What follows belongs to an exercise in optimizing a design on an open flow for small area, a short achievable clock period and few clock cycles per item; a production flow would make more cautious choices.
RTL that was checked went through simulation tests only; none was proved equivalent to the original.
Power figures rest on the tool's default switching activity, not on a simulated workload.

==> module match_lookup, before the edit <==
module match_lookup
(
	input  logic                                              clk,
	input  logic                                              rst,
	input  logic                                              in_valid,
	input  logic                                              in_last,
	input  logic [query_pkg::NUM_PRED*query_pkg::NUM_CHUNK-1:0] eq,
	input  logic [query_pkg::NUM_PRED*query_pkg::NUM_CHUNK-1:0] lt,
	input  logic [query_pkg::NUM_PRED*query_pkg::CFG_W-1:0]   cfgs,
	input  logic [query_pkg::TABLE_W-1:0]                     table_bits,
	output logic                                              match_valid,
	output logic                                              match,
	output logic                                              query_done
);
	localparam int NUM_PRED  = query_pkg::NUM_PRED;
	localparam int NUM_CHUNK = query_pkg::NUM_CHUNK;
	localparam int CFG_W     = query_pkg::CFG_W;
	localparam int FLAG_LSB  = query_pkg::COL_W + query_pkg::SEL_W;
	logic [NUM_PRED-1:0] hits;
	always_comb
	begin
		for (int p = 0; p < NUM_PRED; p++)
		begin
			logic e;
			logic l;
			e = 1'b1;
			l = 1'b0;
			for (int k = NUM_CHUNK - 1; k >= 0; k--)
			begin
				l = l | (e & lt[p*NUM_CHUNK + k]);
				e = e & eq[p*NUM_CHUNK + k];
			end
			hits[p] = ((cfgs[p*CFG_W + FLAG_LSB] & e) | (cfgs[p*CFG_W + FLAG_LSB + 1] & l)) ^
				cfgs[p*CFG_W + FLAG_LSB + 2];
		end
	end
	always_ff @(posedge clk or negedge rst)
	begin
		if (!rst)
		begin
			match_valid <= 1'b0;
			query_done  <= 1'b0;
		end
		else
		begin
			match_valid <= in_valid;
			query_done  <= in_valid && in_last;
		end
	end
	always_ff @(posedge clk)
		match <= table_bits[hits];
endmodule
clock: 6.0 ns
lec_check: 0
cap_margin: 20
core_margin: 2
core_utilization: 40
setup_slack_margin: 3.5
slew_margin: 20
run.sh (not shown) runs the stock make flow with config.mk's settings and CLKGATE_MAP_FILE= SYNTH_SCRIPT=/design/flow/synth_recipe.tcl, a recipe that flattens the netlist after the stock synthesis.
Then changed:
--- a/flow/design.v
+++ b/flow/design.v
@@ -12,5 +12,5 @@
 	localparam int PREDS_HI  = NUM_PRED - PREDS_LO;
 	localparam int CFG_W     = COL_W + SEL_W + 3;
-	localparam int CHUNK_W   = 8;
+	localparam int CHUNK_W   = 16;
 	localparam int NUM_CHUNK = COL_W / CHUNK_W;
 	localparam logic [7:0] OP_EQ = 8'd0;
@@ -67,5 +67,12 @@
 	localparam int CFG_W     = query_pkg::CFG_W;
 	localparam int FLAG_LSB  = query_pkg::COL_W + query_pkg::SEL_W;
-	logic [NUM_PRED-1:0] hits;
+	localparam int LO_W  = NUM_PRED / 2;
+	localparam int NUM_HI = 2 ** (NUM_PRED - LO_W);
+	logic [NUM_PRED-1:0]        hits;
+	logic [NUM_HI-1:0]          part;
+	logic [NUM_HI-1:0]          part_r;
+	logic [NUM_PRED-LO_W-1:0]   hi_r;
+	logic                       valid_r;
+	logic                       last_r;
 	always_comb
 	begin
@@ -85,8 +92,15 @@
 		end
 	end
+	always_comb
+	begin
+		for (int j = 0; j < NUM_HI; j++)
+			part[j] = table_bits[j*(2**LO_W) + hits[LO_W-1:0]];
+	end
 	always_ff @(posedge clk or negedge rst)
 	begin
 		if (!rst)
 		begin
+			valid_r     <= 1'b0;
+			last_r      <= 1'b0;
 			match_valid <= 1'b0;
 			query_done  <= 1'b0;
@@ -94,10 +108,16 @@
 		else
 		begin
-			match_valid <= in_valid;
-			query_done  <= in_valid && in_last;
+			valid_r     <= in_valid;
+			last_r      <= in_last;
+			match_valid <= valid_r;
+			query_done  <= valid_r && last_r;
 		end
 	end
 	always_ff @(posedge clk)
-		match <= table_bits[hits];
+	begin
+		part_r <= part;
+		hi_r   <= hits[NUM_PRED-1:LO_W];
+		match  <= part_r[hi_r];
+	end
 endmodule
 `timescale 1ns/1ps
After rerunning: The new run completed with no timing, DRC or antenna violations; flip-flop and latch count came out lower by 10; final area is higher slightly; synthesized cell count went down by a few percent; area after synthesis drops slightly; routed wire length grows by a few percent; total power came out lower by well over a third; die area falls slightly; critical path depth is higher by 2; non-clock buffer count is higher by 3; register-to-register slack improves by 0.12 ns; clock skew is higher by 0.0058 ns; worst setup slack improved by 0.12 ns.
No run of this note included a check of the RTL's function; only the layout flow was run.

========
query_filter, a different RTL version from the one above (not shown whole).
Size: ~820 flip-flops, ~520 I/O pins, roughly 47000 µm² of cells after synthesis.
==> module predicate_unit, before the edit <==
module predicate_unit
(
	input  logic [query_pkg::CFG_W-1:0]     cfg,
	input  logic [query_pkg::REC_W-1:0]     rec,
	output logic [query_pkg::NUM_CHUNK-1:0] eq,
	output logic [query_pkg::NUM_CHUNK-1:0] lt
);
	localparam int COL_W     = query_pkg::COL_W;
	localparam int NUM_PRED  = query_pkg::NUM_PRED;
	localparam int CHUNK_W   = query_pkg::CHUNK_W;
	localparam int NUM_CHUNK = query_pkg::NUM_CHUNK;
	logic [COL_W-1:0]            value;
	logic [query_pkg::SEL_W-1:0] col;
	logic                        use_eq;
	logic                        use_lt;
	logic [query_pkg::SEL_W-1:0] col_hi;
	logic [COL_W-1:0]            col_val;
	logic [NUM_CHUNK-1:0]        c_eq;
	logic [NUM_CHUNK-1:0]        c_lt;
	assign value  = cfg[0 +: COL_W];
	assign col    = cfg[COL_W +: query_pkg::SEL_W];
	assign use_eq = cfg[COL_W + query_pkg::SEL_W];
	assign use_lt = cfg[COL_W + query_pkg::SEL_W + 1];
	assign col_hi = {col[2], ~cfg[COL_W + query_pkg::SEL_W + 3 +: 2]};
	assign col_val = {rec[col_hi*COL_W + COL_W/2 +: COL_W/2], rec[col*COL_W +: COL_W/2]};
	for (genvar k = 0; k < NUM_CHUNK; k++)
	begin : g_chunk
		assign c_eq[k] = (col_val[k*CHUNK_W +: CHUNK_W] == value[k*CHUNK_W +: CHUNK_W]);
		assign c_lt[k] = (col_val[k*CHUNK_W +: CHUNK_W] <  value[k*CHUNK_W +: CHUNK_W]);
	end
	assign lt = {c_lt[NUM_CHUNK-1:1], (use_lt & c_lt[0]) | (use_eq & c_eq[0])};
	assign eq = {c_eq[NUM_CHUNK-1:1], 1'b0};
endmodule
==> module match_lookup, before the edit <==
module match_lookup
(
	input  logic                                              clk,
	input  logic                                              rst,
	input  logic                                              in_valid,
	input  logic                                              in_last,
	input  logic [query_pkg::NUM_PRED*query_pkg::NUM_CHUNK-1:0] eq,
	input  logic [query_pkg::NUM_PRED*query_pkg::NUM_CHUNK-1:0] lt,
	input  logic [query_pkg::NUM_PRED*query_pkg::CFG_W-1:0]   cfgs,
	input  logic [query_pkg::TABLE_W-1:0]                     table_bits,
	output logic                                              match_valid,
	output logic                                              match,
	output logic                                              query_done
);
	localparam int NUM_PRED  = query_pkg::NUM_PRED;
	localparam int NUM_CHUNK = query_pkg::NUM_CHUNK;
	localparam int CFG_W     = query_pkg::CFG_W;
	localparam int FLAG_LSB  = query_pkg::COL_W + query_pkg::SEL_W;
	localparam int LO_W  = 2;
	localparam int NUM_HI = 2 ** (NUM_PRED - LO_W);
	logic [NUM_PRED-1:0]        hits;
	logic [NUM_HI-1:0]          part;
	logic [NUM_HI-1:0]          part_r;
	logic [NUM_PRED-LO_W-1:0]   hi_r;
	logic                       valid_r;
	logic                       last_r;
	always_comb
	begin
		for (int p = 0; p < NUM_PRED; p++)
		begin
			logic r;
			r = lt[p*NUM_CHUNK];
			for (int k = 1; k < NUM_CHUNK; k++)
				r = (cfgs[p*CFG_W + FLAG_LSB + 1] & lt[p*NUM_CHUNK + k]) | (eq[p*NUM_CHUNK + k] & r);
			hits[p] = r ^ cfgs[p*CFG_W + FLAG_LSB + 2];
		end
	end
	always_comb
	begin
		for (int j = 0; j < NUM_HI; j++)
			part[j] = table_bits[j*(2**LO_W) + hits[LO_W-1:0]];
	end
	always_ff @(posedge clk or negedge rst)
	begin
		if (!rst)
		begin
			valid_r     <= 1'b0;
			last_r      <= 1'b0;
			match_valid <= 1'b0;
			query_done  <= 1'b0;
		end
		else
		begin
			valid_r     <= in_valid;
			last_r      <= in_last;
			match_valid <= valid_r;
			query_done  <= valid_r && last_r;
		end
	end
	always_ff @(posedge clk)
	begin
		part_r <= part;
		hi_r   <= hits[NUM_PRED-1:LO_W];
		match  <= part_r[hi_r];
	end
endmodule
export LEC_CHECK = 0
export CAP_MARGIN = 20
export CORE_MARGIN = 2
export CORE_UTILIZATION = 40
export SETUP_SLACK_MARGIN = 3.6
export SLEW_MARGIN = 20
export TNS_END_PERCENT = 1
create_clock -name core_clock -period 6.0 [get_ports {clk}]
standard.sh (not shown) runs the stock make flow with config.mk's settings and CLKGATE_MAP_FILE= SYNTH_SCRIPT=/design/flow/synth_recipe.tcl, a recipe that flattens the netlist after the stock synthesis.
==> flow/flow/run.sh <==
#!/bin/bash
# The standard layout (the standard.sh: standard synthesis, floorplan, place, CTS, route),
# with one change: the port buffers that placement inserts are plain buffers
# (sky130_fd_sc_hd__buf_1) rather than the delay cells buffer_ports picks by default.
# Every port still gets its own buffer. make's full output goes to standard.log; each
# ORFS step's own log is under orfs/logs/.
set -euo pipefail
export BUFFER_PORTS_ARGS="-buffer_cell sky130_fd_sc_hd__buf_1"
bash standard.sh > standard.log 2>&1
Testbench counts at the start, summed over its fixed seeds: cycles 14,439, items 13,240.
Change:
--- a/flow/design.v
+++ b/flow/design.v
@@ -54,7 +54,8 @@
 		assign c_eq[k] = (col_val[k*CHUNK_W +: CHUNK_W] == value[k*CHUNK_W +: CHUNK_W]);
 		assign c_lt[k] = (col_val[k*CHUNK_W +: CHUNK_W] <  value[k*CHUNK_W +: CHUNK_W]);
 	end
-	assign lt = {c_lt[NUM_CHUNK-1:1], (use_lt & c_lt[0]) | (use_eq & c_eq[0])};
+	assign lt = {c_lt[NUM_CHUNK-1:1] & {(NUM_CHUNK-1){use_lt}},
+		(use_lt & c_lt[0]) | (use_eq & c_eq[0])};
 	assign eq = {c_eq[NUM_CHUNK-1:1], 1'b0};
 endmodule
 `timescale 1ns/1ps
@@ -76,7 +77,7 @@
 	localparam int NUM_CHUNK = query_pkg::NUM_CHUNK;
 	localparam int CFG_W     = query_pkg::CFG_W;
 	localparam int FLAG_LSB  = query_pkg::COL_W + query_pkg::SEL_W;
-	localparam int LO_W  = 2;
+	localparam int LO_W  = 3;
 	localparam int NUM_HI = 2 ** (NUM_PRED - LO_W);
 	logic [NUM_PRED-1:0]        hits;
 	logic [NUM_HI-1:0]          part;
@@ -91,7 +92,7 @@
 			logic r;
 			r = lt[p*NUM_CHUNK];
 			for (int k = 1; k < NUM_CHUNK; k++)
-				r = (cfgs[p*CFG_W + FLAG_LSB + 1] & lt[p*NUM_CHUNK + k]) | (eq[p*NUM_CHUNK + k] & r);
+				r = lt[p*NUM_CHUNK + k] | (eq[p*NUM_CHUNK + k] & r);
 			hits[p] = r ^ cfgs[p*CFG_W + FLAG_LSB + 2];
 		end
 	end
=> Power went up by 70%. Critical path depth stays the same. Utilization went up by 0.83 points. Sequential power went up by about 23%. Routed wire length went up by about 6%. Combinational power went up to 7.7 times its value. Final area went up by 2.2%. Register-to-register slack is better by 0.02 ns.
Testbench counts after the change, summed over its fixed seeds: cycles 14,439, items 13,240.

==> separate check: timing with driven ports <==
The results above use ideal ports. As a check the final layouts listed here were re-extracted and re-timed, cells and wires unchanged. Step 1 assumes that a clkbuf_16 drives the clock port and a buf_2 every other input. Step 2 also shifts input and output timing later by t, the mid clock arrival at the registers, as if the neighbouring blocks saw the same clock. Slacks: no drivers / after step 1 / after step 2; pairs: no drivers / after step 1.
| run | t (ns) | setup slack, ns | worst setup path at the end |
|---|---|---|---|
| the first run of note 1 | 0.702 | 2.837 / 2.837 / 2.404 | input to register |
| the second run of note 1 | 0.733 | 2.955 / 2.944 / 2.211 | input to register |
| the first run of note 2 | 0.782 | 3.376 / 3.376 / 2.671 | input to register |
| the second run of note 2 | 0.768 | 3.392 / 3.392 / 2.706 | input to register |
After both steps setup and hold are still met in every run listed. The setup slack of the second run of note 1, which loses most, moves by -0.011 ns with the drivers and by -0.744 ns with both steps.
